From an optimization exercise on the open Yosys and OpenROAD flow, aimed at small area; shortcuts taken in it are not production practice.
RTL that was checked went through simulation tests only; none was proved equivalent to the original.
The RTL of runs 2 to 4 was laid out without a check of its function.

<file path="flow/constraint.sdc">
create_clock -name core_clock -period 10.0 [get_ports {clock}]
set_input_delay 2.0000 -clock core_clock [delete_from_list [all_inputs] [get_ports {clock}]]
set_output_delay 2.0000 -clock core_clock [all_outputs]
set_load 0.01 [all_outputs]
</file>
<file path="flow/run.sh">
#!/bin/bash
# synth_recipe.tcl (not shown) runs the flow's synth.tcl, then flattens the netlist and writes it again
# the make line also repeats each setting of config.mk as NAME=value (left out here)
make -C /OpenROAD-flow-scripts/flow DESIGN_CONFIG=/design/flow/config.mk WORK_HOME=/design/flow/orfs CLKGATE_MAP_FILE= SYNTH_SCRIPT=/design/flow/synth_recipe.tcl finish
</file>
<file path="flow/design.v">
`timescale 1ns/10ps
package core_pkg;
    localparam int WORD_W    = 32;
    localparam int REG_IDX_W = 5;
    typedef logic [WORD_W-1:0]    word_t;
    typedef logic [REG_IDX_W-1:0] reg_idx_t;
    typedef logic [4:0]           opcode_t;
    typedef logic [4:0]           alu_op_t;
    localparam opcode_t OP_RTYPE = 5'd0;
    localparam opcode_t OP_J     = 5'd1;
    localparam opcode_t OP_BNE   = 5'd2;
    localparam opcode_t OP_ADDI  = 5'd5;
    localparam alu_op_t ALU_ADD = 5'd0;
    localparam alu_op_t ALU_SUB = 5'd1;
    localparam alu_op_t ALU_AND = 5'd2;
    localparam alu_op_t ALU_OR  = 5'd3;
    localparam int OPCODE_MSB = 31;
    localparam int OPCODE_LSB = 27;
    localparam int RD_MSB     = 26;
    localparam int RD_LSB     = 22;
    localparam int RS_MSB     = 21;
    localparam int RS_LSB     = 17;
    localparam int RT_MSB     = 16;
    localparam int RT_LSB     = 12;
    localparam int FUNC_MSB   = 6;
    localparam int FUNC_LSB   = 2;
    localparam int IMM_MSB    = 16;
    localparam int IMM_W      = 17;
    localparam int TARGET_MSB = 26;
    localparam word_t NOP_WORD = '0;
endpackage
`timescale 1ns/10ps
module pipe_core
#(
    parameter logic [31:0] RESET_PC = '0,
    parameter int    NUM_REGS = 32
) (
    input  logic        clock,
    input  logic        rst_n,
    output logic [31:0] imem_addr,
    input  logic [31:0] imem_data,
    output logic        wb_en,
    output logic [4:0]  wb_reg,
    output logic [31:0] wb_data
);
    localparam int NSLOT = 31;
    localparam logic [1:0] S_CLR = 2'd0;
    localparam logic [1:0] S_C0  = 2'd1;
    localparam logic [1:0] S_C1  = 2'd2;
    localparam logic [1:0] S_W   = 2'd3;
    logic [1:0]  state;
    logic [4:0]  rot;           
    logic [31:0] pc;
    logic [31:0] a;
    logic [31:0] slot [NSLOT];
    logic [4:0]  op, rd, rs, rt, func;
    logic [31:0] imm, target;
    assign op     = imem_data[31:27];
    assign rd     = imem_data[26:22];
    assign rs     = imem_data[21:17];
    assign rt     = imem_data[16:12];
    assign func   = imem_data[6:2];
    assign imm    = {{15{imem_data[16]}}, imem_data[16:0]};
    assign target = {5'b0, imem_data[26:0]};
    logic is_r, is_addi, is_bne, is_j;
    assign is_r    = (op == 5'd0);
    assign is_addi = (op == 5'd5);
    assign is_bne  = (op == 5'd2);
    assign is_j    = (op == 5'd1);
    logic [4:0] raddr;
    always_comb begin
        case (state)
            S_C0:    raddr = rs;
            S_C1:    raddr = is_bne ? rd : rt;
            default: raddr = rd;
        endcase
    end
    logic [5:0] psum;
    logic [4:0] pos;
    assign psum = {1'b0, raddr} + {1'b0, rot};
    assign pos  = (psum >= 6'd31) ? 5'(psum - 6'd31) : psum[4:0];
    logic [31:0] port;
    always_comb begin
        port = '0;
        for (int s = 0; s < NSLOT; s++) begin
            if (pos == 5'(s)) port = port | slot[s];
        end
        if (raddr == 5'd0) port = '0;
    end
    logic at_head;
    assign at_head = (pos == 5'd30) || (pos == 5'd5) || (pos == 5'd10) ||
                     (pos == 5'd15) || (pos == 5'd20) || (pos == 5'd25);
    logic wr, done;
    assign wr   = (is_r || is_addi) && (rd != 5'd0);
    assign done = !wr || at_head;
    logic        in_w, sub, use_imm, taken;
    logic [31:0] x, y, sum, res;
    assign in_w    = (state == S_W);
    assign taken   = is_bne && (a != 32'd0);
    assign sub     = !in_w && (is_bne || (is_r && func == 5'd1));
    assign use_imm = in_w ? taken : is_addi;
    assign x   = in_w ? pc : a;
    assign y   = use_imm ? imm : (in_w ? 32'd0 : port);
    assign sum = x + (y ^ {32{sub}}) + {31'd0, (in_w || sub)};
    always_comb begin
        if (is_r) begin
            case (func)
                5'd0, 5'd1: res = sum;
                5'd2:       res = a & port;
                5'd3:       res = a | port;
                default:    res = '0;
            endcase
        end else begin
            res = sum;
        end
    end
    always_ff @(posedge clock or negedge rst_n) begin
        if (!rst_n) begin
            state <= S_CLR;
            rot   <= '0;
            pc    <= RESET_PC;
        end else begin
            rot <= (rot == 5'd30) ? 5'd0 : rot + 5'd1;
            case (state)
                S_CLR: if (rot == 5'd6) state <= S_C0;
                S_C0:  state <= S_C1;
                S_C1:  state <= S_W;
                default: if (done) begin
                    state <= S_C0;
                    pc    <= is_j ? target : sum;
                end
            endcase
        end
    end
    always_ff @(posedge clock) begin
        case (state)
            S_CLR:   a <= '0;
            S_C0:    a <= port;
            S_C1:    a <= res;
            default: ;
        endcase
    end
    logic wr_now;
    assign wr_now = in_w && wr;
    logic clr;
    assign clr = (state == S_CLR);
    always_ff @(posedge clock) begin
        for (int s = 0; s < NSLOT; s++) begin
            if ((s == 0 || s == 6 || s == 11 || s == 16 || s == 21 || s == 26) &&
                (clr || (wr_now && pos == 5'((s + NSLOT - 1) % NSLOT)))) begin
                slot[s] <= a;
            end else begin
                slot[s] <= slot[(s + NSLOT - 1) % NSLOT];
            end
        end
    end
    assign imem_addr = pc;
    assign wb_en     = wr_now && at_head;
    assign wb_reg    = rd;
    assign wb_data   = a;
endmodule
</file>
<file path="flow/config.mk">
export PLATFORM = sky130hd
export DESIGN_NAME = pipe_core
export DESIGN_NICKNAME = pipe_core
export VERILOG_FILES = /design/flow/design.v
export SDC_FILE = /design/flow/constraint.sdc
export NUM_CORES = 4
export LEC_CHECK = 0
export CAP_MARGIN = 20
export CELL_PAD_IN_SITES_DETAIL_PLACEMENT = 2
export CORE_MARGIN = 2
export CORE_UTILIZATION = 22
export PLACE_DENSITY = 0.35
export SLEW_MARGIN = 20
</file>
==> summary.txt, run 1 <==
Synthesis
  • Post-Syn Nets: ~3300
  • Ys flop type: dfxtp_1
  • Yosys reg bits: 1063
  • Number of synthesized flops with an enable pin: 32
  • Ys Warns: 2
  • Cell Area, Synth: 36900 um^2
  • Synthesized instance count: 3237
  • Seq/Total Area, Yosys: 59.1%
  • Mean Syn Cell Area: 11.4 um^2
  • Asr flop ratio synth: 3.67%
  • Distinct cells, synth: 94

Clocking
  • Clock root buffer: clkbuf_16
  • H-Tree Depth: 3
  • Worst-skew pair later-pin latency: 740 ps
  • CTS Buffer Depth: 3
  • CTS buffer count: about 110
  • Number of hold buffers added after CTS: 0
  • Worst-path clk slew: ~70 ps
  • CTS tree: built
  • Clock sink total: about 1100

Floorplanning
  • DIE WIDTH: 413 um
  • Starting Density: 22.1%
  • Cell Rows: 150
  • Top Ports: around 100
  • Core Region: 167000 um^2
  • Die span in y: 413 um
  • Die area: 171000 um^2

Timing
  • Clock skew: 30.5 ps
  • Final Setup Violations: 0
  • Final period util: a little over nine tenths
  • Fmax: 104 MHz
  • Final hold vios: 0
  • Max Transition Viols Final: 0
  • Post-route setup TNS: 0 ps
  • Worst-margin pin slew: 1140 ps
  • Max-Slew Margin vs Limit: roughly a quarter
  • Setup WS post-layout: 428 ps
  • Minimum clock period: 9570 ps
  • RSZ-0062 raised after global routing: false

Placement
  • DP Area: 45200 um^2
  • DP HPWL: ~140000 um
  • Port Buf Inserts: 103
  • RePlAce Congestion: 0.867
  • Worst slack at placement: -2180 ps

Finish
  • Commonest non-fill, non-tap cell in the layout: dfxtp_1
  • Fin area: 50700 um^2
  • Final Net Count: around 4000
  • Layout cells sized above 1: between 30% and 40%
  • Most frequent cells in the layout: dfxtp_1, buf_4, a22oi_1, mux2_2, nand2_1
  • Fin util: 30.4%
  • Area growth syn-to-layout: 37.7%

Worst setup path
  • Slowest CP cell: fa_2
  • Most used cell, CP: buf_4
  • CP Capture Type: flip-flop
  • Worst EP required: 10650 ps
  • CP Data Arrival Time: 10220 ps
  • CP max FO: 6
  • Startpoint types: input pin
  • CP max stage delay: roughly 560 ps
  • Critical path class: input pin to flip-flop

Route
  • Wirelength per Cell: 30.9 um
  • Routed Antenna Nets: 0
  • Vias: 30800
  • Number of remaining DRC errors: 0
  • DR pass1 iterations: 6
  • Drt total wl: 192000 um
  • Vias/cell: 4.95
  • Drt first-iter violations: roughly 2500

Global route
  • Pin count of the biggest net entering global routing: 65
  • Global-route wire length before repair: between 200000 and 300000 um
  • Vias in the first global route: around 33000
  • Antenna violations before repair: 10
  • Gr usage total: ~22%
  • Total grt overflow: 0

Run
  • Max_cap viols: 0

Status
  • Status: timing/DRC/antenna clean

Worst hold path
  • Hold crit path type: flip-flop to flip-flop
[synth_stat cells, drive strengths merged, types with 12 or more instances]
cell type / n / area share, %
a2111oi: 20 / 0.48
a211oi: 16 / 0.40
a21boi: 23 / 0.47
a21o: 30 / 0.61
a21oi: 131 / 1.8
a221oi: 27 / 0.64
a222oi: 44 / 1.2
a22o: 59 / 1.4
a22oi: 245 / 5.0
a32o: 16 / 0.43
a32oi: 24 / 0.57
and3: 18 / 0.31
buf: 96 / 1.2
clkbuf: 129 / 1.3
dfrtp: 39 / 2.6
dfxtp: 992 / 54
edfxtp: 32 / 2.6
ha: 45 / 1.5
inv: 23 / 0.23
mux2: 218 / 6.7
mux2i: 37 / 1.0
nand2: 201 / 2.1
nand3: 52 / 0.76
nand4: 19 / 0.32
nor2: 96 / 0.99
nor3: 35 / 0.48
nor4: 29 / 0.53
o211ai: 27 / 0.55
o21ai: 181 / 2.5
o22ai: 66 / 1.1
o31ai: 12 / 0.30
xnor2: 53 / 1.3
xor2: 19 / 0.45
[worst max-delay path: cells and delay by family]
family	cells	cell delay (ps)
AOI/OAI and AO/OA	17	3380
buffers and inverters	11	2180
and+or+nand+nor	8	1270
adders and majority gates	4	1150
muxes	1	220
[repair_timing]
action / in CTS / in global routing
resized for setup: 128 / 77
cloned: 1 / 0
setup buffers: 30 / 37
pin swaps: 47 / 70
setup endpoints to repair: 48 / 24
[worst paths after layout]
kind / start / cells after the start / slack [ps] / endpoint
max reg2reg: state[0] / 44 / 1100 / pc[31]
max in group asynchronous: rst_n / 2 / 8150 / pc[2]
min in group asynchronous: rst_n / 2 / 1380 / pc[22]
min reg2reg: slot[0][13] / 0 / 330 / slot[1][13]
max: imem_data[28] / 41 / 430 / pc[31]
min: slot[0][13] / 0 / 330 / slot[1][13]
[flip-flops by register name, summed over array words and instances (netlist names)]
register,count
a,32
slot,992
rot,5
state,2
pc,32
[cell families (layout without fill, tap and decap cells)]
kind of cell / Yosys count / after routing / synth area share (%)
AND/OR/NAND/NOR: 529 / 529 / 7.05
AO/OA/AOI/OAI: 1019 / 1019 / 19.9
XOR/XNOR: 73 / 73 / 1.77
other: 0 / 3 / 0
adder cells (fa/ha/maj): 49 / 49 / 1.72
flip-flops: 1063 / 1063 / 59.1
multiplexers: 255 / 255 / 7.66
buffers and inverters: 249 / 1015 / 2.76
[metrics by stage]
stage / hold WS, ps / instances
3_3_place_gp: 327 / 5934
2_1_floorplan: 323 / 3237
3_5_place_dp: 334 / 5934
6_report: 334 / 6210
5_1_grt: 344 / 6207
4_1_cts: 334 / 6170
[metal layers]
| metal | track usage, % | up-vias | wire length [um] |
|---|---|---|---|
| met5 | 0 | - | 0 |
| met1 | 29.2 | 16200 | 86600 |
| met3 | 2.50 | 221 | 7650 |
| li1 | - | 13600 | - |
| met2 | 37.7 | 834 | 92300 |
| met4 | 6.36 | 0 | 5330 |
[layout make-up]
type	instances	area [um^2]
diodes	3	7.51
flip-flops and latches	1063	21800
repair buffers	785	6930
well taps	2204	2760
clock buffers	157	3270
inverters	24	90.1
clock inverters	49	657
fillers	17700	116000
multi-input cells	1925	15200
==> run 2: changes to the inputs <==
--- a/flow/design.v
+++ b/flow/design.v
@@ -45,10 +45,13 @@
 );
     localparam int NSLOT = 31;
-    localparam logic [1:0] S_CLR = 2'd0;
-    localparam logic [1:0] S_C0  = 2'd1;
-    localparam logic [1:0] S_C1  = 2'd2;
-    localparam logic [1:0] S_W   = 2'd3;
-    logic [1:0]  state;
+    localparam logic [2:0] S_CLR = 3'd0;
+    localparam logic [2:0] S_D   = 3'd1;
+    localparam logic [2:0] S_C0  = 3'd2;
+    localparam logic [2:0] S_C1  = 3'd3;
+    localparam logic [2:0] S_W   = 3'd4;
+    logic [2:0]  state;
     logic [4:0]  rot;           
+    logic [4:0]  rot_n;
+    logic [4:0]  pos;           
     logic [31:0] pc;
     logic [31:0] a;
@@ -68,16 +71,18 @@
     assign is_bne  = (op == 5'd2);
     assign is_j    = (op == 5'd1);
-    logic [4:0] raddr;
+    logic [4:0] naddr;
     always_comb begin
         case (state)
-            S_C0:    raddr = rs;
-            S_C1:    raddr = is_bne ? rd : rt;
-            default: raddr = rd;
+            S_C0:    naddr = is_bne ? rd : rt;
+            S_D:     naddr = rs;
+            default: naddr = rd;
         endcase
     end
+    assign rot_n = (rot == 5'd30) ? 5'd0 : rot + 5'd1;
     logic [5:0] psum;
-    logic [4:0] pos;
-    assign psum = {1'b0, raddr} + {1'b0, rot};
-    assign pos  = (psum >= 6'd31) ? 5'(psum - 6'd31) : psum[4:0];
+    logic [4:0] pos_n;
+    assign psum  = {1'b0, naddr} + {1'b0, rot_n};
+    assign pos_n = (naddr == 5'd0) ? 5'd31 :
+                   (psum >= 6'd31) ? 5'(psum - 6'd31) : psum[4:0];
     logic [31:0] port;
     always_comb begin
@@ -86,9 +91,14 @@
             if (pos == 5'(s)) port = port | slot[s];
         end
-        if (raddr == 5'd0) port = '0;
     end
+    function automatic logic is_head(int s);
+        is_head = (s == 0 || s == 5 || s == 10 || s == 15 || s == 19 || s == 23 || s == 27);
+    endfunction
     logic at_head;
-    assign at_head = (pos == 5'd30) || (pos == 5'd5) || (pos == 5'd10) ||
-                     (pos == 5'd15) || (pos == 5'd20) || (pos == 5'd25);
+    always_comb begin
+        at_head = 1'b0;
+        for (int s = 0; s < NSLOT; s++)
+            if (is_head(s) && pos == 5'((s + NSLOT - 1) % NSLOT)) at_head = 1'b1;
+    end
     logic wr, done;
     assign wr   = (is_r || is_addi) && (rd != 5'd0);
@@ -119,13 +129,16 @@
             state <= S_CLR;
             rot   <= '0;
+            pos   <= '0;
             pc    <= RESET_PC;
         end else begin
-            rot <= (rot == 5'd30) ? 5'd0 : rot + 5'd1;
+            rot <= rot_n;
+            pos <= pos_n;
             case (state)
-                S_CLR: if (rot == 5'd6) state <= S_C0;
+                S_CLR: if (rot == 5'd6) state <= S_D;
+                S_D:   state <= S_C0;
                 S_C0:  state <= S_C1;
                 S_C1:  state <= S_W;
                 default: if (done) begin
-                    state <= S_C0;
+                    state <= S_D;
                     pc    <= is_j ? target : sum;
                 end
@@ -147,5 +160,5 @@
     always_ff @(posedge clock) begin
         for (int s = 0; s < NSLOT; s++) begin
-            if ((s == 0 || s == 6 || s == 11 || s == 16 || s == 21 || s == 26) &&
+            if (is_head(s) &&
                 (clr || (wr_now && pos == 5'((s + NSLOT - 1) % NSLOT)))) begin
                 slot[s] <= a;
--- a/flow/config.mk
+++ b/flow/config.mk
@@ -7,7 +7,7 @@
 export LEC_CHECK = 0
 export CAP_MARGIN = 20
-export CELL_PAD_IN_SITES_DETAIL_PLACEMENT = 2
+export CELL_PAD_IN_SITES_DETAIL_PLACEMENT = 1
 export CORE_MARGIN = 2
-export CORE_UTILIZATION = 22
-export PLACE_DENSITY = 0.35
+export CORE_UTILIZATION = 55
+export PLACE_DENSITY = 0.65
 export SLEW_MARGIN = 20
==> summary.txt, run 2 <==
Status
  • Status: timing/DRC/antenna clean (unchanged)

Worst setup path
  • R2r worst-path depth: 16 (was 44)
  • Startpoint types: input pin (unchanged)
  • CP Capture Type: output port (was flip-flop)
  • CP delay by family, top: simple AND/OR/NAND/NOR gates (was compound AO/OA/AOI/OAI gates)
  • CP Data Arrival Time: 5620 ps (was 10220 ps)
  • Worst EP required: 8000 ps (was 10650 ps)
  • CP max stage delay: 610 ps (was 560 ps)
  • Most used cell, CP: clkdlybuf4s50_1 (was buf_4)
  • Buf/Inv on CP: 2 (was 11)
  • Critical path class: input pin to output port (was input pin to flip-flop)
  • CP max FO: 11 (was 6)
  • Crit-path cells: clkdlybuf4s50_1 -> nor4_1 -> nand2b_1 -> a21oi_1 -> nand2_1 -> nor2_1 -> clkdlybuf4s50_1
  • Critical R2R Launch: pos[1] (was state[0])
  • Crit path depth: 7 (was 41)
  • Crit path from: imem_data[30] (was imem_data[28])
  • Slowest CP cell: nor4_1 (was fa_2)

Finish
  • Final Net Count: 3208 (was 3994)
  • Top reg by flops: slot (unchanged)
  • Fin util: 64.3% (was 30.4%)
  • Layout cells sized above 1: 17.1% (was 32.2%)
  • Largest regs: slot: 992 flops, a: 32 flops, pc: 32 flops (unchanged)
  • Max FFs per register: 992 (unchanged)
  • Diode count: 0 (was 3)
  • Area growth syn-to-layout: 15.5% (was 37.7%)
  • Most frequent cells in the layout: dfxtp_1, a22oi_1, mux2_2, nand2_1, clkbuf_16 (was dfxtp_1, buf_4, a22oi_1, mux2_2, nand2_1)
  • Commonest non-fill, non-tap cell in the layout: dfxtp_1 (unchanged)
  • Filler cells: 6296 (was 17700)
  • Fin area: 41500 um^2 (was 50700 um^2)

Placement
  • Worst slack at placement: 2250 ps (was -2180 ps)
  • DP Area: 37900 um^2 (was 45200 um^2)
  • DP HPWL: 88000 um (was 141000 um)
  • RePlAce Congestion: 0.996 (was 0.867)
  • Port Buf Inserts: 103 (unchanged)

Synthesis
  • Synthesized instance count: 3062 (was 3237)
  • Yosys reg bits: 1069 (was 1063)
  • Largest cells by area after synthesis: dfxtp_1, mux2_2, a22oi_1 (unchanged)
  • Largest area contributor in the netlist: dfxtp_1 (unchanged)
  • Mean Syn Cell Area: 11.7 um^2 (was 11.4 um^2)
  • Synth top area share: 55.3% (was 53.9%)
  • Seq/Total Area, Yosys: 61.1% (was 59.1%)
  • Ys Warns: 2 (unchanged)
  • Commonest cells in the netlist: dfxtp_1, a22oi_1, mux2_2, nand2_1, nor2_1 (was dfxtp_1, a22oi_1, mux2_2, nand2_1, o21ai_0)
  • Asr flop ratio synth: 4.21% (was 3.67%)
  • Ys flop type: dfxtp_1 (unchanged)
  • Post-Syn Nets: 3137 (was 3319)
  • Distinct cells, synth: 85 (was 94)
  • Number of synthesized flops with an enable pin: 32 (unchanged)
  • Cell Area, Synth: 35900 um^2 (was 36900 um^2)
  • Most frequent cell after synthesis: dfxtp_1 (unchanged)

Timing
  • Max Transition Viols Final: 0 (unchanged)
  • Clock skew: 45.5 ps (was 30.5 ps)
  • RSZ-0062 raised after global routing: false (unchanged)
  • Final Setup Violations: 0 (unchanged)
  • Final period util: 76.2% (was 95.7%)
  • Setup WS post-layout: 2380 ps (was 428 ps)
  • Final hold vios: 0 (unchanged)
  • Fmax: 131 MHz (was 104 MHz)
  • Minimum clock period: 7620 ps (was 9570 ps)
  • Post-route setup TNS: 0 ps (unchanged)
  • Max-Slew Margin vs Limit: 13.0% (was 23.6%)
  • Worst-margin pin slew: 1300 ps (was 1140 ps)

Global route
  • Gr usage total: 41.9% (was 22.1%)
  • Global-route wire length before repair: 206000 um (was 266000 um)
  • Total grt overflow: 0 (unchanged)
  • Vias in the first global route: 29900 (was 33200)
  • Pin count of the biggest net entering global routing: 46 (was 65)
  • Antenna violations before repair: 1 (was 10)

Route
  • DR pass1 iterations: 6 (unchanged)
  • Vias: 28300 (was 30800)
  • Vias/cell: 6.94 (was 4.95)
  • Drt total wl: 143000 um (was 192000 um)
  • Routed Antenna Nets: 0 (unchanged)
  • Drt first-iter violations: 3204 (was 2540)
  • Wirelength per Cell: 35.1 um (was 30.9 um)
  • Number of remaining DRC errors: 0 (unchanged)

Clocking
  • Cts repair resizes: 0 (was 128)
  • Worst-skew pair later-pin latency: 700 ps (was 740 ps)
  • CTS Buffer Depth: 3 (unchanged)
  • H-Tree Depth: 3 (unchanged)
  • Number of hold buffers added after CTS: 0 (unchanged)
  • Worst-path clk slew: 70 ps (about the same)
  • CTS tree: built (unchanged)
  • Clock root buffer: clkbuf_16 (unchanged)
  • CTS buffer count: 104 (was 113)
  • Post-CTS Setup Bufs: 0 (was 30)
  • Clock sink total: 1069 (was 1063)

Floorplanning
  • Starting Density: 55.7% (was 22.1%)
  • Top Ports: 104 (unchanged)
  • Die span in y: 259 um (was 413 um)
  • Cell Rows: 93 (was 150)
  • Core Region: 64500 um^2 (was 167000 um^2)
  • Die area: 67300 um^2 (was 171000 um^2)
  • DIE WIDTH: 259 um (was 413 um)

Worst hold path
  • Hold crit path type: flip-flop to flip-flop (unchanged)
  • WHS Path Cells: 0 (unchanged)
  • Min-delay src: slot[17][10] (was slot[0][13])

Run
  • Max_cap viols: 0 (unchanged)
## run 2: worst register-to-register path: cells and delay by family (launching register included)
family,cells,cell delay (ps)
XOR/XNOR,2,460
adder cells (fa/ha/maj),1,290
AO/OA/AOI/OAI,8,2280
AND/OR/NAND/NOR,4,2500
flip-flops,1,780
buffers and inverters,1,460
## run 2: layout make-up
| type | instances | area [um^2] | share of cell area, % |
|---|---|---|---|
| repair buffers | 176 | 1590 | 3.84 |
| well taps | 855 | 1070 | 2.58 |
| clock inverters | 46 | 417 | 1.00 |
| inverters | 24 | 90.1 | 0.217 |
| flip-flops and latches | 1069 | 21900 | 52.9 |
| multi-input cells | 1758 | 13300 | 32.0 |
| clock buffers | 147 | 3080 | 7.43 |
## run 2: final timing paths
kind | slack [ps] | end
worst max-delay path | 2380 | wb_en
worst min-delay path | 320 | slot[18][10]
worst max register to register | 2930 | a[21]
worst min register to register | 320 | slot[18][10]
max in group asynchronous | 8070 | pc[1]
min in group asynchronous | 1420 | state[1]
## run 2: logic make-up after synthesis
family | share of synthesized area [%]
buf+inv | 2.91
compound gates | 15.4
simple gates | 9.00
xor+xnor | 1.54
mux | 8.22
fa+ha+maj | 1.84
flops | 61.1
## run 2: metrics by stage
stage | std cells | hold slack [ps]
after global placement | 3881 | 326
after floorplan | 3062 | 323
after detailed placement | 3881 | 330
final | 4075 | 323
after CTS | 4074 | 318
after global routing | 4075 | 324
## run 2: per-layer routing
| metal | routed length [um] | up-vias | GRT usage, % |
|---|---|---|---|
| li1 | - | 11600 | - |
| met1 | 55200 | 14400 | 52.6 |
| met2 | 65400 | 1761 | 66.6 |
| met3 | 13600 | 520 | 9.37 |
| met4 | 8920 | 2 | 24.1 |
| met5 | 13 | - | 0 |
==> run 3: changes to the inputs <==
--- a/flow/config.mk
+++ b/flow/config.mk
@@ -10,4 +10,5 @@
 export CORE_MARGIN = 2
 export CORE_UTILIZATION = 55
+export GPL_TIMING_DRIVEN = 0
 export PLACE_DENSITY = 0.65
 export SLEW_MARGIN = 20
==> summary.txt, run 3 <==
Worst setup path
  • CP Capture Type: flip-flop (was output port)
  • CP Data Arrival Time: 8840 ps (was 5620 ps)
  • Worst EP required: 10410 ps (was 8000 ps)
  • Crit-path cells: buf_6 -> nand3b_1 -> nor2_1 -> buf_2 -> buf_2 -> buf_1 -> a22oi_1 -> nand3_1 -> nor3_1 -> nand2_1 -> xnor2_1 -> a311o_1 -> fa_1 -> fa_1 -> nor2b_1 -> o2111ai_1 -> nand3_1 -> a21boi_0 -> or3_1 -> and2_1 -> a311oi_1 -> a31oi_1 (was clkdlybuf4s50_1 -> nor4_1 -> nand2b_1 -> a21oi_1 -> nand2_1 -> nor2_1 -> clkdlybuf4s50_1)
  • Critical path class: flip-flop to flip-flop (was input pin to output port)
  • CP max FO: 10 (was 11)
  • Slowest CP cell: buf_1 (was nor4_1)
  • Startpoint types: flip-flop (was input pin)
  • R2R setup slack: 1560 ps (was 2930 ps)
  • CP max stage delay: 940 ps (was 610 ps)

Floorplanning
  • DIE WIDTH: 259 um (unchanged)
  • Top Ports: 104 (unchanged)
  • Starting Density: 55.7% (unchanged)
  • Die span in y: 259 um (unchanged)
  • Die area: 67300 um^2 (unchanged)
  • Core Region: 64500 um^2 (unchanged)
  • Cell Rows: 93 (unchanged)

Finish
  • Layout cells sized above 1: 17.1% (about the same)
  • Top reg by flops: slot (unchanged)
  • Final Net Count: 3353 (was 3208)
  • Non-Filler Instances: 4225 (was 4075)
  • Most frequent cells in the layout: dfxtp_1, a22oi_1, mux2_2, nand2_1, clkbuf_16 (unchanged)
  • Fin area: 42000 um^2 (was 41500 um^2)
  • Largest regs: slot: 992 flops, a: 32 flops, pc: 32 flops (unchanged)
  • Max FFs per register: 992 (unchanged)
  • Commonest non-fill, non-tap cell in the layout: dfxtp_1 (unchanged)
  • Area growth syn-to-layout: 16.9% (was 15.5%)

Placement
  • DP Area: 38100 um^2 (was 37900 um^2)
  • DP HPWL: 106000 um (was 88000 um)
  • Port Buf Inserts: 102 (was 103)
  • Worst slack at placement: 1590 ps (was 2250 ps)
  • Post-placement cell count: 4024 (was 3881)
  • RePlAce Congestion: 0.980 (was 0.996)

Synthesis
  • Number of synthesized flops with an enable pin: 32 (unchanged)
  • Seq/Total Area, Yosys: 61.1% (unchanged)
  • Distinct cells, synth: 85 (unchanged)
  • Ys Warns: 2 (unchanged)
  • Asr flop ratio synth: 4.21% (unchanged)
  • Mean Syn Cell Area: 11.7 um^2 (unchanged)
  • Largest area contributor in the netlist: dfxtp_1 (unchanged)
  • Commonest cells in the netlist: dfxtp_1, a22oi_1, mux2_2, nand2_1, nor2_1 (unchanged)
  • Ys flop type: dfxtp_1 (unchanged)
  • Post-Syn Nets: 3137 (unchanged)
  • Cell Area, Synth: 35900 um^2 (unchanged)
  • Synthesized instance count: 3062 (unchanged)
  • Largest cells by area after synthesis: dfxtp_1, mux2_2, a22oi_1 (unchanged)
  • Yosys reg bits: 1069 (unchanged)
  • Most frequent cell after synthesis: dfxtp_1 (unchanged)
  • Synth top area share: 55.3% (unchanged)

Timing
  • RSZ-0062 raised after global routing: false (unchanged)
  • Final Setup Violations: 0 (unchanged)
  • Max Transition Viols Final: 0 (unchanged)
  • Hold slack: 317 ps (was 323 ps)
  • Max-Slew Margin vs Limit: 10.4% (was 13.0%)
  • Setup WS post-layout: 1560 ps (was 2380 ps)
  • Fmax: 119 MHz (was 131 MHz)
  • Worst-margin pin slew: 1340 ps (was 1300 ps)
  • Clock skew: 55.1 ps (was 45.5 ps)
  • Final period util: 84.4% (was 76.2%)
  • Final hold vios: 0 (unchanged)
  • Minimum clock period: 8440 ps (was 7620 ps)
  • Post-route setup TNS: 0 ps (unchanged)

Clocking
  • Clock sink total: 1069 (unchanged)
  • Post-CTS Setup Bufs: 0 (unchanged)
  • CTS buffer count: 104 (unchanged)
  • CTS tree: built (unchanged)
  • Clock root buffer: clkbuf_16 (unchanged)
  • CTS Buffer Depth: 3 (unchanged)
  • Cts repair resizes: 0 (unchanged)
  • Number of hold buffers added after CTS: 0 (unchanged)
  • Worst-path clk slew: 70 ps (about the same)
  • H-Tree Depth: 3 (unchanged)
  • Worst-skew pair later-pin latency: 700 ps (about the same)

Worst hold path
  • Hold crit path type: flip-flop to flip-flop (unchanged)

Global route
  • Total grt overflow: 0 (unchanged)
  • Gr usage total: 47.5% (was 41.9%)
  • Antenna violations before repair: 0 (was 1)
  • Vias in the first global route: 31400 (was 29900)
  • Pin count of the biggest net entering global routing: 46 (unchanged)
  • Global-route wire length before repair: 228000 um (was 206000 um)

Route
  • Drt total wl: 164000 um (was 143000 um)
  • Vias/cell: 7.15 (was 6.94)
  • Drt first-iter violations: 4014 (was 3204)
  • Wirelength per Cell: 38.7 um (was 35.1 um)
  • Vias: 30200 (was 28300)
  • Number of remaining DRC errors: 0 (unchanged)
  • DR pass1 iterations: 7 (was 6)
  • Routed Antenna Nets: 0 (unchanged)

Run
  • Max_cap viols: 0 (unchanged)

Status
  • Status: timing/DRC/antenna clean (unchanged)
## run 3: cell counts after synthesis
No cell type changed its count.
## run 3: cell type report
type                    count  area [um^2]
clock buffers             145         3100
plain buffers             211          971
multi-input cells        1758        13000
well taps                 855         1070
diodes                      1         2.50
flip-flops and latches   1069        21900
repair buffers            110         1120
fillers                  6393        22500
clock inverters            52          684
inverters                  24         90.1
## run 3: cell families after synthesis
group	count (synthesis)	share of synthesized area, %
flip-flops	1069	61.1
AO/OA/AOI/OAI	752	15.4
AND/OR/NAND/NOR	627	9.00
multiplexers	263	8.22
buffers and inverters	235	2.91
XOR/XNOR	63	1.54
adder cells (fa/ha/maj)	53	1.84
## run 3: critical path, delay by kind of cell, from the launching register on
family / cells / cell delay, ps
AND/OR/NAND/NOR: 9 / 2580
buffers and inverters: 4 / 2180
AO/OA/AOI/OAI: 6 / 1870
adder cells (fa/ha/maj): 2 / 930
flip-flops: 1 / 470
XOR/XNOR: 1 / 90
## run 3: path summary, 6_finish.rpt
kind / startpoint / to / cells after the start
worst max-delay path: pos[3] / a[28] / 22
worst min-delay path: slot[0][30] / slot[1][30] / 0
min in group asynchronous: rst_n / state[2] / 1
max in group asynchronous: rst_n / pc[21] / 1
worst min register to register: slot[0][30] / slot[1][30] / 0
worst max register to register: pos[3] / a[28] / 22
## run 3: per-layer routing
layer / up-vias / routed length, um / track usage [%]
met5: - / 0 / 0
met4: 0 / 13600 / 34.0
met3: 759 / 19000 / 13.7
met2: 2318 / 70200 / 71.2
met1: 15300 / 60700 / 58.9
li1: 11800 / - / -
## run 3: per-stage QoR
stage | util (%)
detailed placement | 59.1
finish | 65.1
floorplan | -
global placement | 58.9
CTS | 65.0
global route | 65.1
==> run 4: changes to the inputs <==
==> flow/flow/run.sh (new file) <==
#!/bin/bash
# Own flow: the standard layout, except that the combinational logic is
# mapped by abc with an area-oriented script (flow/area.abc) instead of the
# delay-oriented one. Registers come from the same dfflibmap step as the
# standard synthesis, so their names and cell types are unchanged.
set -euo pipefail
W=$(pwd)
# synthesis script: synth_recipe.tcl with abc's -script argument redirected
{
  cat <<EOT
proc abc {args} {
  set i [lsearch -exact \$args -script]
  if {\$i >= 0} { lset args [expr {\$i + 1}] $W/flow/area.abc }
  yosys abc {*}\$args
}
EOT
  cat "$W/synth_recipe.tcl"
} > "$W/own_synth.tcl"
sed "s#SYNTH_SCRIPT=[^ ]*#SYNTH_SCRIPT=$W/own_synth.tcl#" "$W/standard.sh" > "$W/own_standard.sh"
bash "$W/own_standard.sh" synth > "$W/synth.log" 2>&1
bash "$W/standard.sh" > "$W/layout.log" 2>&1
==> flow/flow/area.abc (new file) <==
&get -n
&st
&dch
&nf -a
&st
&dch
&nf -a
&put
topo
stime -c
==> flow/standard.sh (new file) <==
#!/bin/bash
# synth_recipe.tcl (not shown) runs the flow's synth.tcl, then flattens the netlist and writes it again
# the make line also repeats each setting of config.mk as NAME=value (left out here)
make -C /OpenROAD-flow-scripts/flow DESIGN_CONFIG=/design/flow/config.mk WORK_HOME=/design/flow/orfs CLKGATE_MAP_FILE= SYNTH_SCRIPT=/design/flow/synth_recipe.tcl "${@:-finish}"
--- a/flow/config.mk
+++ b/flow/config.mk
@@ -10,5 +10,4 @@
 export CORE_MARGIN = 2
 export CORE_UTILIZATION = 55
-export GPL_TIMING_DRIVEN = 0
 export PLACE_DENSITY = 0.65
 export SLEW_MARGIN = 20
removed: flow/run.sh
==> summary.txt, run 4 <==
Timing
  • Max-Slew Margin vs Limit: 25.6% (was 10.4%)
  • Final hold vios: 0 (unchanged)
  • RSZ-0062 raised after global routing: false (unchanged)
  • Worst-margin pin slew: 1110 ps (was 1340 ps)
  • Fmax: 120 MHz (was 119 MHz)
  • Clock skew: 24.1 ps (was 55.1 ps)
  • Final period util: 83.3% (was 84.4%)
  • Minimum clock period: 8330 ps (was 8440 ps)
  • Max Transition Viols Final: 0 (unchanged)
  • Post-route setup TNS: 0 ps (unchanged)
  • Final Setup Violations: 0 (unchanged)

Route
  • Vias/cell: 7.13 (was 7.15)
  • DR pass1 iterations: 9 (was 7)
  • Vias: 27700 (was 30200)
  • Routed Antenna Nets: 0 (unchanged)
  • Drt first-iter violations: 4057 (was 4014)
  • Wirelength per Cell: 35.5 um (was 38.7 um)
  • Number of remaining DRC errors: 0 (unchanged)
  • Drt total wl: 138000 um (was 164000 um)

Synthesis
  • Seq/Total Area, Yosys: 64.9% (was 61.1%)
  • Cell Area, Synth: 33800 um^2 (was 35900 um^2)
  • Synthesized instance count: 2745 (was 3062)
  • Yosys reg bits: 1069 (unchanged)
  • Commonest cells in the netlist: dfxtp_1, mux2_1, nand2_1, a22oi_1, a222oi_1 (was dfxtp_1, a22oi_1, mux2_2, nand2_1, nor2_1)
  • Ys flop type: dfxtp_1 (unchanged)
  • Most frequent cell after synthesis: dfxtp_1 (unchanged)
  • Largest cells by area after synthesis: dfxtp_1, mux2_1, a222oi_1 (was dfxtp_1, mux2_2, a22oi_1)
  • Synth top area share: 58.7% (was 55.3%)
  • Ys Warns: 2 (unchanged)
  • Post-Syn Nets: 2820 (was 3137)
  • Asr flop ratio synth: 4.21% (unchanged)
  • Mean Syn Cell Area: 12.3 um^2 (was 11.7 um^2)
  • Distinct cells, synth: 50 (was 85)
  • Largest area contributor in the netlist: dfxtp_1 (unchanged)
  • Number of synthesized flops with an enable pin: 32 (unchanged)

Placement
  • DP HPWL: 82900 um (was 106000 um)
  • Port Buf Inserts: 103 (was 102)
  • RePlAce Congestion: 0.983 (was 0.980)
  • DP Area: 36700 um^2 (was 38100 um^2)

Global route
  • Global-route wire length before repair: 199000 um (was 228000 um)
  • Antenna violations before repair: 4 (was 0)
  • Vias in the first global route: 29100 (was 31400)
  • Pin count of the biggest net entering global routing: 59 (was 46)
  • Gr usage total: 43.0% (was 47.5%)
  • Total grt overflow: 0 (unchanged)

Finish
  • Commonest non-fill, non-tap cell in the layout: dfxtp_1 (unchanged)
  • Layout cells sized above 1: 9.81% (was 17.1%)
  • Max FFs per register: 992 (unchanged)
  • Area growth syn-to-layout: 18.9% (was 16.9%)
  • Top reg by flops: slot (unchanged)
  • Fin area: 40200 um^2 (was 42000 um^2)
  • Largest regs: slot: 992 flops, a: 32 flops, pc: 32 flops (unchanged)
  • Most frequent cells in the layout: dfxtp_1, mux2_1, nand2_1, a22oi_1, a222oi_1 (was dfxtp_1, a22oi_1, mux2_2, nand2_1, clkbuf_16)
  • Final Net Count: 3098 (was 3353)
  • Diode count: 0 (was 1)

Floorplanning
  • Die span in y: 252 um (was 259 um)
  • DIE WIDTH: 252 um (was 259 um)
  • Starting Density: 55.8% (was 55.7%)
  • Die area: 63500 um^2 (was 67300 um^2)
  • Top Ports: 104 (unchanged)
  • Cell Rows: 90 (was 93)
  • Core Region: 60600 um^2 (was 64500 um^2)

Worst setup path
  • Critical R2R Launch: pos[4] (was pos[3])
  • Startpoint types: flip-flop (unchanged)
  • R2R setup slack: 1670 ps (was 1560 ps)
  • Critical path class: flip-flop to flip-flop (unchanged)
  • Crit-path cells: clkinv_1 -> nand3_1 -> nor2_4 -> a22o_1 -> a221oi_1 -> and4_1 -> nand4_1 -> a22oi_1 -> xor2_1 -> fa_1 -> fa_1 -> nand2b_1 -> a211oi_1 -> o211ai_1 -> a21oi_1 -> o211a_1 -> o21ai_0 -> o31a_1 -> o31a_1 -> o31a_1 -> o31ai_1 -> xor2_1 -> a22oi_1 -> o21ai_0 (was buf_6 -> nand3b_1 -> nor2_1 -> buf_2 -> buf_2 -> buf_1 -> a22oi_1 -> nand3_1 -> nor3_1 -> nand2_1 -> xnor2_1 -> a311o_1 -> fa_1 -> fa_1 -> nor2b_1 -> o2111ai_1 -> nand3_1 -> a21boi_0 -> or3_1 -> and2_1 -> a311oi_1 -> a31oi_1)
  • Buf/Inv on CP: 1 (was 4)
  • R2r worst-path depth: 24 (was 22)
  • CP Capture Type: flip-flop (unchanged)
  • Critical R2R Capture: a[30] (was a[28])
  • CP max stage delay: 770 ps (was 940 ps)
  • CP delay by family, top: compound AO/OA/AOI/OAI gates (was simple AND/OR/NAND/NOR gates)
  • Slowest CP cell: dfrtp_1 (was buf_1)
  • CP Data Arrival Time: 8690 ps (was 8840 ps)
  • Most used cell, CP: o31a_1
  • CP max FO: 14 (was 10)
  • Worst EP required: 10360 ps (was 10410 ps)

Clocking
  • H-Tree Depth: 3 (unchanged)
  • Worst-skew pair later-pin latency: 670 ps (was 700 ps)
  • CTS tree: built (unchanged)
  • Post-CTS Setup Bufs: 0 (unchanged)
  • CTS buffer count: 99 (was 104)
  • Number of hold buffers added after CTS: 0 (unchanged)
  • Worst-path clk slew: 60 ps (was 70 ps)
  • Cts repair resizes: 0 (unchanged)
  • CTS Buffer Depth: 3 (unchanged)
  • Clock root buffer: clkbuf_16 (unchanged)
  • Clock sink total: 1069 (unchanged)

Worst hold path
  • Hold crit path type: flip-flop to flip-flop (unchanged)
  • Min-delay src: slot[1][10] (was slot[0][30])
  • WHS Path Cells: 0 (unchanged)
  • Hold Path Sink: slot[2][10] (was slot[1][30])

Run
  • Max_cap viols: 0 (unchanged)

Status
  • Status: timing/DRC/antenna clean (unchanged)
[run 4: changes by cell type in the layout (fill, tap and decap cells not counted), sizes merged, moves of 50 or more]
cell    change
a21oi      +50
clkbuf     -95
nand2      +52
a22oi     -161
a222oi    +137
and3       -64
[run 4: final cells by class]
type | count | area (um^2)
clock buffers | 148 | 3090
clock inverters | 38 | 427
fillers | 5798 | 20400
inverters | 15 | 56.3
multi-input cells | 1656 | 12100
flip-flops and latches | 1069 | 21900
well taps | 782 | 978
repair buffers | 182 | 1610
[run 4: through the flow]
step                      hold WS (ps)  utilization [%]  instances  setup WS, ps
after floorplan                    326                -       2745           815
after global placement             332             60.5       3704          1520
after detailed placement           337             60.5       3704          1410
after CTS                          342             66.3       3890          1850
after global routing               350             66.3       3890          1430
final                              343             66.3       3890          1670
[run 4: cells by family (layout without fill, tap and decap cells)]
| group | count (synthesis) | count (layout) | share of synthesized area [%] |
|---|---|---|---|
| DFF | 1069 | 1069 | 64.9 |
| AOI/OAI and AO/OA | 724 | 724 | 15.8 |
| adders and majority gates | 42 | 42 | 1.61 |
| xor gates and xnor gates | 64 | 64 | 1.66 |
| buffers and inverters | 20 | 383 | 0.278 |
| muxes | 227 | 227 | 7.55 |
| and+or+nand+nor | 599 | 599 | 8.23 |
[run 4: worst max path at each step]
stage | from | endpoint | slack [ps] | cells past startpoint
6_report | pos[4] | a[30] | 1670 | 24
2_1_floorplan | imem_data[30] | a[30] | 820 | 20
5_1_grt | pos[4] | a[30] | 1430 | 24
4_1_cts | pos[4] | a[30] | 1850 | 24
3_5_place_dp | imem_data[30] | a[30] | 1410 | 24
3_3_place_gp | imem_data[30] | a[30] | 1520 | 24
[run 4: worst reg2reg max path, cell delays in order (launching register included)]
cell and delay (ps):
dfrtp_1 770, clkinv_1 670, nand3_1 530, nor2_4 240
a22o_1 320, a221oi_1 250, and4_1 270, nand4_1 310
a22oi_1 330, xor2_1 130, fa_1 460, fa_1 470
nand2b_1 180, a211oi_1 310, o211ai_1 180, a21oi_1 280
o211a_1 240, o21ai_0 190, o31a_1 390, o31a_1 360
o31a_1 390, o31ai_1 340, xor2_1 140, a22oi_1 200
o21ai_0 100
[run 4: per-layer routing]
layer	up-vias	track usage (%)	routed length, um
li1	11100	-	-
met2	2031	64.5	59800
met5	-	0	54
met1	14000	57.0	53000
met3	533	10.9	16900
met4	8	23.4	8560
==> run 5: changes to the inputs <==
--- a/flow/design.v
+++ b/flow/design.v
@@ -104,23 +104,29 @@
     assign wr   = (is_r || is_addi) && (rd != 5'd0);
     assign done = !wr || at_head;
-    logic        in_w, sub, use_imm, taken;
+    logic        in_w, in_c1, taken, sub, cin;
+    logic        x_pc, x_a, y_imm, y_tgt, y_port;
     logic [31:0] x, y, sum, res;
-    assign in_w    = (state == S_W);
-    assign taken   = is_bne && (a != 32'd0);
-    assign sub     = !in_w && (is_bne || (is_r && func == 5'd1));
-    assign use_imm = in_w ? taken : is_addi;
-    assign x   = in_w ? pc : a;
-    assign y   = use_imm ? imm : (in_w ? 32'd0 : port);
-    assign sum = x + (y ^ {32{sub}}) + {31'd0, (in_w || sub)};
+    assign in_w   = (state == S_W);
+    assign in_c1  = (state == S_C1);
+    assign taken  = is_bne && (a != 32'd0);
+    assign x_pc   = in_w && !is_j;
+    assign x_a    = in_c1;
+    assign y_imm  = in_w ? taken : (in_c1 && is_addi);
+    assign y_tgt  = in_w && is_j;
+    assign y_port = (state == S_C0) || (in_c1 && !is_addi);
+    assign sub    = in_c1 && (is_bne || (is_r && func == 5'd1));
+    assign cin    = x_pc || sub;
+    assign x   = ({32{x_pc}} & pc) | ({32{x_a}} & a);
+    assign y   = ({32{y_imm}} & imm) | ({32{y_tgt}} & target) | ({32{y_port}} & port);
+    assign sum = x + (y ^ {32{sub}}) + {31'd0, cin};
     always_comb begin
-        if (is_r) begin
+        res = sum;
+        if (in_c1 && is_r) begin
             case (func)
                 5'd0, 5'd1: res = sum;
-                5'd2:       res = a & port;
-                5'd3:       res = a | port;
+                5'd2:       res = x & y;
+                5'd3:       res = x | y;
                 default:    res = '0;
             endcase
-        end else begin
-            res = sum;
         end
     end
@@ -129,9 +135,7 @@
             state <= S_CLR;
             rot   <= '0;
-            pos   <= '0;
             pc    <= RESET_PC;
         end else begin
             rot <= rot_n;
-            pos <= pos_n;
             case (state)
                 S_CLR: if (rot == 5'd6) state <= S_D;
@@ -141,5 +145,5 @@
                 default: if (done) begin
                     state <= S_D;
-                    pc    <= is_j ? target : sum;
+                    pc    <= sum;
                 end
             endcase
@@ -147,10 +151,6 @@
     end
     always_ff @(posedge clock) begin
-        case (state)
-            S_CLR:   a <= '0;
-            S_C0:    a <= port;
-            S_C1:    a <= res;
-            default: ;
-        endcase
+        pos <= pos_n;
+        if (state != S_D && state != S_W) a <= res;
     end
     logic wr_now;
==> flow/run.sh (new file) <==
#!/bin/bash
# synth_recipe.tcl (not shown) runs the flow's synth.tcl, then flattens the netlist and writes it again
# the make line also repeats each setting of config.mk as NAME=value (left out here)
make -C /OpenROAD-flow-scripts/flow DESIGN_CONFIG=/design/flow/config.mk WORK_HOME=/design/flow/orfs CLKGATE_MAP_FILE= SYNTH_SCRIPT=/design/flow/synth_recipe.tcl finish
--- a/flow/config.mk
+++ b/flow/config.mk
@@ -10,4 +10,7 @@
 export CORE_MARGIN = 2
 export CORE_UTILIZATION = 55
+export CTS_BUF_LIST = sky130_fd_sc_hd__clkbuf_16
+export CTS_CLUSTER_DIAMETER = 60
+export CTS_CLUSTER_SIZE = 30
 export PLACE_DENSITY = 0.65
 export SLEW_MARGIN = 20
removed: flow/flow/run.sh
removed: flow/flow/area.abc
removed: flow/standard.sh
==> summary.txt, run 5 <==
Status
  • Status: timing/DRC/antenna clean (unchanged)

Worst setup path
  • CP max stage delay: 1060 ps (was 770 ps)
  • Slowest CP cell: nor4_2 (was dfrtp_1)
  • Startpoint types: flip-flop (unchanged)
  • CP Capture Type: flip-flop (unchanged)
  • Critical path class: flip-flop to flip-flop (unchanged)
  • Crit-path cells: nand2b_1 -> nor2_4 -> a22oi_1 -> nand3_1 -> nor4_2 -> a2bb2oi_1 -> xor2_1 -> fa_1 -> fa_1 -> nand2b_1 -> a21oi_1 -> o31ai_1 -> a21oi_1 -> o211ai_1 -> a211oi_1 -> mux2i_1 -> o21ai_0 (was clkinv_1 -> nand3_1 -> nor2_4 -> a22o_1 -> a221oi_1 -> and4_1 -> nand4_1 -> a22oi_1 -> xor2_1 -> fa_1 -> fa_1 -> nand2b_1 -> a211oi_1 -> o211ai_1 -> a21oi_1 -> o211a_1 -> o21ai_0 -> o31a_1 -> o31a_1 -> o31a_1 -> o31ai_1 -> xor2_1 -> a22oi_1 -> o21ai_0)
  • Worst EP required: 10400 ps (was 10360 ps)
  • CP max FO: 20 (was 14)
  • CP Data Arrival Time: 7420 ps (was 8690 ps)

Synthesis
  • Largest cells by area after synthesis: dfxtp_1, a22oi_1, mux2_2 (was dfxtp_1, mux2_1, a222oi_1)
  • Largest area contributor in the netlist: dfxtp_1 (unchanged)
  • Synthesized instance count: 2958 (was 2745)
  • Number of synthesized flops with an enable pin: 32 (unchanged)
  • Distinct cells, synth: 75 (was 50)
  • Most frequent cell after synthesis: dfxtp_1 (unchanged)
  • Post-Syn Nets: 3033 (was 2820)
  • Seq/Total Area, Yosys: 61.9% (was 64.9%)
  • Synth top area share: 56.4% (was 58.7%)
  • Cell Area, Synth: 35400 um^2 (was 33800 um^2)
  • Ys Warns: 2 (unchanged)
  • Mean Syn Cell Area: 12.0 um^2 (was 12.3 um^2)
  • Yosys reg bits: 1069 (unchanged)
  • Commonest cells in the netlist: dfxtp_1, a22oi_1, mux2_2, and3_1, nand2_1 (was dfxtp_1, mux2_1, nand2_1, a22oi_1, a222oi_1)
  • Asr flop ratio synth: 3.74% (was 4.21%)
  • Ys flop type: dfxtp_1 (unchanged)

Finish
  • Area growth syn-to-layout: 11.9% (was 18.9%)
  • Fin area: 39600 um^2 (was 40200 um^2)
  • Layout cells sized above 1: 15.7% (was 9.81%)
  • Commonest non-fill, non-tap cell in the layout: dfxtp_1 (unchanged)
  • Top reg by flops: slot (unchanged)
  • Most frequent cells in the layout: dfxtp_1, a22oi_1, mux2_2, and3_1, nand2_1 (was dfxtp_1, mux2_1, nand2_1, a22oi_1, a222oi_1)
  • Filler cells: 6375 (was 5798)
  • Final Net Count: 3089 (was 3098)
  • Largest regs: slot: 992 flops, a: 32 flops, pc: 32 flops (unchanged)
  • Max FFs per register: 992 (unchanged)

Clocking
  • Clock root buffer: clkbuf_16 (unchanged)
  • CTS Buffer Depth: 3 (unchanged)
  • Worst-skew pair later-pin latency: 670 ps (about the same)
  • Worst-path clk slew: 110 ps (was 60 ps)
  • CTS tree: built (unchanged)
  • CTS buffer count: 54 (was 99)
  • H-Tree Depth: 2 (was 3)
  • Post-CTS Setup Bufs: 0 (unchanged)
  • Number of hold buffers added after CTS: 0 (unchanged)
  • Cts repair resizes: 0 (unchanged)
  • Clock sink total: 1069 (unchanged)

Global route
  • GR Util met2: 61.6% (was 64.5%)
  • Antenna violations before repair: 6 (was 4)
  • Grt peak-use layer: met2 (unchanged)
  • Met1 GRT Util: 51.2% (was 57.0%)
  • Vias in the first global route: 27800 (was 29100)
  • Pin count of the biggest net entering global routing: 41 (was 59)
  • Gr usage total: 39.1% (was 43.0%)
  • Global-route wire length before repair: 191000 um (was 199000 um)
  • Total grt overflow: 0 (unchanged)
  • Met3 Track Usage GR: 8.72% (was 10.9%)

Route
  • Routed Antenna Nets: 0 (unchanged)
  • Wirelength per Cell: 33.9 um (was 35.5 um)
  • Vias: 26700 (was 27700)
  • Vias/cell: 6.83 (was 7.13)
  • Number of remaining DRC errors: 0 (unchanged)
  • Drt first-iter violations: 3095 (was 4057)
  • DR pass1 iterations: 8 (was 9)
  • Drt total wl: 133000 um (was 138000 um)

Run
  • Max_cap viols: 0 (unchanged)

Timing
  • Minimum clock period: 7020 ps (was 8330 ps)
  • Final Setup Violations: 0 (unchanged)
  • Max-Slew Margin vs Limit: 16.4% (was 25.6%)
  • Final period util: 70.2% (was 83.3%)
  • RSZ-0062 raised after global routing: false (unchanged)
  • Worst-margin pin slew: 1250 ps (was 1110 ps)
  • Final hold vios: 0 (unchanged)
  • Hold slack: 331 ps (was 343 ps)
  • Post-route setup TNS: 0 ps (unchanged)
  • Clock skew: 35.5 ps (was 24.1 ps)
  • Fmax: 142 MHz (was 120 MHz)
  • Max Transition Viols Final: 0 (unchanged)

Placement
  • DP HPWL: 82400 um (was 82900 um)
  • RePlAce Congestion: 0.920 (was 0.983)
  • DP Area: 37600 um^2 (was 36700 um^2)
  • Port Buf Inserts: 103 (unchanged)

Floorplanning
  • Starting Density: 55.3% (was 55.8%)
  • DIE WIDTH: 258 um (was 252 um)
  • Top Ports: 104 (unchanged)
  • Die span in y: 258 um (was 252 um)
  • Cell Rows: 93 (was 90)
  • Die area: 66400 um^2 (was 63500 um^2)
  • Core Region: 64000 um^2 (was 60600 um^2)

Worst hold path
  • Hold crit path type: flip-flop to flip-flop (unchanged)
==> run 5: final cells by class <==
| cell class | instances | area, um^2 | share of cell area [%] |
|---|---|---|---|
| diodes | 1 | 2.50 | 0.00632 |
| clock buffers | 57 | 1430 | 3.60 |
| clock inverters | 39 | 568 | 1.43 |
| inverters | 41 | 154 | 0.388 |
| multi-input cells | 1669 | 12900 | 32.5 |
| flip-flops and latches | 1069 | 21900 | 55.3 |
| well taps | 855 | 1070 | 2.70 |
| repair buffers | 179 | 1620 | 4.08 |
==> run 5: final timing paths <==
path | from | end | slack, ps | depth (start not counted)
max | pos[1] | a[30] | 2980 | 17
min | slot[2][16] | slot[3][16] | 330 | 0
max reg2reg | pos[1] | a[30] | 2980 | 17
min reg2reg | slot[2][16] | slot[3][16] | 330 | 0
max in group asynchronous | rst_n | state[0] | 8090 | 2
min in group asynchronous | rst_n | pc[4] | 1430 | 2
==> run 5: layer usage <==
metal | share of wire, % | up-vias
met5 | 0.031 | -
met4 | 5.4 | 6
met3 | 10 | 419
met2 | 45 | 1553
met1 | 40 | 13600
li1 | - | 11100
==> run 5: stage by stage <==
step	setup slack [ps]	instances	util [%]
3_3_place_gp	3050	3812	58.7
4_1_cts	3100	3908	61.9
5_1_grt	2800	3909	61.9
3_5_place_dp	2810	3812	58.7
2_1_floorplan	3940	2958	-
6_report	2980	3910	61.9
==> run 5: kinds of logic (layout without fill, tap and decap cells) <==
kind of cell / after synthesis / count (layout) / share of synthesized area [%]
AOI/OAI and AO/OA: 702 / 702 / 14.8
xor gates and xnor gates: 67 / 67 / 1.66
adders and majority gates: 64 / 64 / 2.16
buffers and inverters: 220 / 316 / 2.78
DFF: 1069 / 1069 / 61.9
muxes: 236 / 236 / 7.50
other: 0 / 1 / 0
and+or+nand+nor: 600 / 600 / 9.20
==> run 5: worst max-delay path, delay by kind of cell, from the launching register on <==
kind	cells	cell delay, ps
AOI/OAI and AO/OA	8	2180
xor gates and xnor gates	1	140
adders and majority gates	2	940
DFF	1	610
muxes	1	240
and+or+nand+nor	5	2640
==> run 6: changes to the inputs <==
--- a/flow/config.mk
+++ b/flow/config.mk
@@ -10,7 +10,7 @@
 export CORE_MARGIN = 2
 export CORE_UTILIZATION = 55
-export CTS_BUF_LIST = sky130_fd_sc_hd__clkbuf_16
-export CTS_CLUSTER_DIAMETER = 60
-export CTS_CLUSTER_SIZE = 30
+export CTS_BUF_LIST = sky130_fd_sc_hd__clkbuf_8
+export CTS_CLUSTER_DIAMETER = 50
+export CTS_CLUSTER_SIZE = 16
 export PLACE_DENSITY = 0.65
 export SLEW_MARGIN = 20
==> summary.txt, run 6 <==
Status
  • Status: timing/DRC/antenna clean (unchanged)

Worst setup path
  • Slowest CP cell: clkdlybuf4s50_1 (was nor4_2)
  • Startpoint types: input pin (was flip-flop)
  • Critical path class: input pin to output port (was flip-flop to flip-flop)
  • Worst EP required: 8000 ps (was 10400 ps)
  • Crit-path cells: clkdlybuf4s50_1 -> nor3_1 -> o21ai_0 -> a21oi_1 -> nand2_1 -> nor2_1 -> clkdlybuf4s50_1 (was nand2b_1 -> nor2_4 -> a22oi_1 -> nand3_1 -> nor4_2 -> a2bb2oi_1 -> xor2_1 -> fa_1 -> fa_1 -> nand2b_1 -> a21oi_1 -> o31ai_1 -> a21oi_1 -> o211ai_1 -> a211oi_1 -> mux2i_1 -> o21ai_0)
  • CP max stage delay: 610 ps (was 1060 ps)
  • Critical R2R Launch: pos[1] (unchanged)
  • Crit path from: imem_data[28] (was pos[1])
  • Crit path depth: 7 (was 17)
  • CP Data Arrival Time: 4960 ps (was 7420 ps)
  • Buf/Inv on CP: 2 (was 0)
  • CP delay by family, top: simple AND/OR/NAND/NOR gates (unchanged)
  • R2r worst-path depth: 17 (unchanged)
  • CP max FO: 8 (was 20)
  • Most used cell, CP: clkdlybuf4s50_1
  • CP Capture Type: output port (was flip-flop)

Timing
  • Clock skew: 48.8 ps (was 35.5 ps)
  • Final hold vios: 0 (unchanged)
  • Post-route setup TNS: 0 ps (unchanged)
  • Max-Slew Margin vs Limit: 13.2% (was 16.4%)
  • Fmax: 144 MHz (was 142 MHz)
  • Final period util: 69.6% (was 70.2%)
  • Final Setup Violations: 0 (unchanged)
  • Worst-margin pin slew: 1290 ps (was 1250 ps)
  • RSZ-0062 raised after global routing: false (unchanged)
  • Max Transition Viols Final: 0 (unchanged)
  • Minimum clock period: 6960 ps (was 7020 ps)
  • Hold slack: 341 ps (was 331 ps)

Finish
  • Non-Filler Instances: 3974 (was 3910)
  • Commonest non-fill, non-tap cell in the layout: dfxtp_1 (unchanged)
  • Top reg by flops: slot (unchanged)
  • Layout cells sized above 1: 17.1% (was 15.7%)
  • Largest regs: slot: 992 flops, a: 32 flops, pc: 32 flops (unchanged)
  • Filler cells: 6480 (was 6375)
  • Area growth syn-to-layout: 11.7% (was 11.9%)
  • Final Net Count: 3129 (was 3089)
  • Multi-input gate area: 12900 um^2 (about the same)
  • Register Area: 21900 um^2 (unchanged)
  • Most frequent cells in the layout: dfxtp_1, a22oi_1, mux2_2, and3_1, nand2_1 (unchanged)
  • Max FFs per register: 992 (unchanged)

Clocking
  • CTS Buffer Depth: 3 (unchanged)
  • H-Tree Depth: 3 (was 2)
  • CTS tree: built (unchanged)
  • Post-CTS Setup Bufs: 0 (unchanged)
  • Cts repair resizes: 0 (unchanged)
  • Clock root buffer: clkbuf_8 (was clkbuf_16)
  • Number of hold buffers added after CTS: 0 (unchanged)
  • Clock sink total: 1069 (unchanged)
  • CTS buffer count: 93 (was 54)
  • Worst-path clk slew: 100 ps (was 110 ps)
  • Worst-skew pair later-pin latency: 770 ps (was 670 ps)

Synthesis
  • Asr flop ratio synth: 3.74% (unchanged)
  • Synthesized instance count: 2958 (unchanged)
  • Ys flop type: dfxtp_1 (unchanged)
  • Distinct cells, synth: 75 (unchanged)
  • Number of synthesized flops with an enable pin: 32 (unchanged)
  • Ys Warns: 2 (unchanged)
  • Commonest cells in the netlist: dfxtp_1, a22oi_1, mux2_2, and3_1, nand2_1 (unchanged)
  • Yosys reg bits: 1069 (unchanged)
  • Post-Syn Nets: 3033 (unchanged)
  • Largest area contributor in the netlist: dfxtp_1 (unchanged)
  • Seq/Total Area, Yosys: 61.9% (unchanged)
  • Mean Syn Cell Area: 12.0 um^2 (unchanged)
  • Synth top area share: 56.4% (unchanged)
  • Cell Area, Synth: 35400 um^2 (unchanged)
  • Most frequent cell after synthesis: dfxtp_1 (unchanged)
  • Largest cells by area after synthesis: dfxtp_1, a22oi_1, mux2_2 (unchanged)

Worst hold path
  • WHS Path Cells: 0 (unchanged)
  • Min-delay src: slot[5][7] (was slot[2][16])
  • Hold crit path type: flip-flop to flip-flop (unchanged)

Route
  • Number of remaining DRC errors: 0 (unchanged)
  • Vias/cell: 6.77 (was 6.83)
  • Drt first-iter violations: 3081 (was 3095)
  • Vias: 26900 (was 26700)
  • Wirelength per Cell: 33.4 um (was 33.9 um)
  • Routed Antenna Nets: 0 (unchanged)
  • DR pass1 iterations: 8 (unchanged)
  • Drt total wl: 133000 um (about the same)

Floorplanning
  • Die span in y: 258 um (unchanged)
  • Starting Density: 55.3% (unchanged)
  • Cell Rows: 93 (unchanged)
  • Die area: 66400 um^2 (unchanged)
  • Core Region: 64000 um^2 (unchanged)
  • Top Ports: 104 (unchanged)
  • DIE WIDTH: 258 um (unchanged)

Global route
  • Total grt overflow: 0 (unchanged)
  • Vias in the first global route: 27900 (was 27800)
  • Gr usage total: 39.1% (about the same)
  • Antenna violations before repair: 4 (was 6)
  • Global-route wire length before repair: 191000 um (about the same)
  • Pin count of the biggest net entering global routing: 41 (unchanged)

Placement
  • DP HPWL: 82400 um (unchanged)
  • Post-placement cell count: 3812 (unchanged)
  • RePlAce Congestion: 0.920 (unchanged)
  • Port Buf Inserts: 103 (unchanged)

Run
  • Max_cap viols: 0 (unchanged)
-- run 6: changes by cell type in the layout (fill, tap and decap cells not counted), moves of 3 or more --
cell / change
clkinv_16: -7
inv_12: +5
clkbuf_8: +98
clkbuf_16: -57
clkinvlp_4: +8
inv_6: +3
inv_1: +11
-- run 6: layer usage --
layer | GRT usage [%] | vias up | share of wire, %
met2 | 61.2 | 1554 | 45
met1 | 51.9 | 13700 | 40
met5 | 0 | - | 0
met4 | 18.8 | 0 | 5.3
li1 | - | 11200 | -
met3 | 8.31 | 412 | 10
-- run 6: worst paths after layout --
check / end / slack, ps
worst max-delay path: wb_en / 3040
worst max register to register: a[30] / 3050
min in group asynchronous: pc[4] / 1360
worst min-delay path: slot[6][7] / 340
max in group asynchronous: pc[13] / 8160
worst min register to register: slot[6][7] / 340
-- run 6: area by class of cell --
class / count / share of cell area (%)
Antenna cell: 2 / 0.0126
Clock buffer: 98 / 3.41
Clock inverter: 60 / 1.47
Inverter: 41 / 0.389
Multi-Input combinational cell: 1669 / 32.5
Sequential cell: 1069 / 55.4
Tap cell: 855 / 2.70
Timing Repair Buffer: 180 / 4.12
-- run 6: per-stage QoR --
| stage | util, % | setup WS, ps | instance area, um^2 |
|---|---|---|---|
| after global routing | 61.8 | 2870 | 39600 |
| after CTS | 61.8 | 3110 | 39500 |
| after floorplan | - | 3940 | 35400 |
| final | 61.8 | 3040 | 39600 |
| after global placement | 58.7 | 3050 | 37600 |
| after detailed placement | 58.7 | 2810 | 37600 |
-- run 6: worst reg2reg max path: stages (launching register included) --
cell       delay [ps]
dfxtp_1           600
nand2b_1          800
nor2_4            410
a22oi_1           340
nand3_1           130
nor4_2           1080
a2bb2oi_1         350
xor2_1            140
fa_1              460
fa_1              480
nand2b_1          190
a21oi_1           220
o31ai_1           170
a21oi_1           260
o211ai_1          200
a211oi_1          500
mux2i_1           240
o21ai_0            90
-- run 6: cell families after synthesis --
| kind of cell | share of synthesized area [%] |
|---|---|
| xor gates and xnor gates | 1.66 |
| muxes | 7.50 |
| buffers and inverters | 2.78 |
| adders and majority gates | 2.16 |
| AOI/OAI and AO/OA | 14.8 |
| and+or+nand+nor | 9.20 |
| DFF | 61.9 |

## afterwards: timing with drivers on the ports
The results above use ideal ports. As a check the final layouts listed here were re-extracted and re-timed, cells and wires unchanged. Step 1, drivers: a clkbuf_16 drives clock and a buf_2 each remaining input, both assumed. Step 2, shift: input delay + t, output delay - t, t = (earliest + latest rising clock arrival at the registers) / 2. This alone moves slack from input paths to output paths. Slacks: no drivers / after step 1 / after step 2; pairs: no drivers / after step 1.
run | shift t [ns] | slack for setup (ns) | worst slew at a driven data input, ns
run 1 | 0.815 | 0.428 / 0.493 / -0.322 | 0.08
run 2 | 0.741 | 2.377 / 2.343 / 2.118 | 0.05
run 3 | 0.738 | 1.565 / 1.565 / 1.297 | 0.05
run 4 | 0.725 | 1.669 / 1.669 / 1.112 | 0.04
run 5 | 0.720 | 2.978 / 2.978 / 2.660 | 0.06
run 6 | 0.807 | 3.036 / 3.015 / 2.663 | 0.06
With both steps, setup timing fails in run 1, where it was met with ideal ports. The setup slack of run 1, which loses most, moves by +0.065 ns with the drivers and by -0.750 ns with both steps.
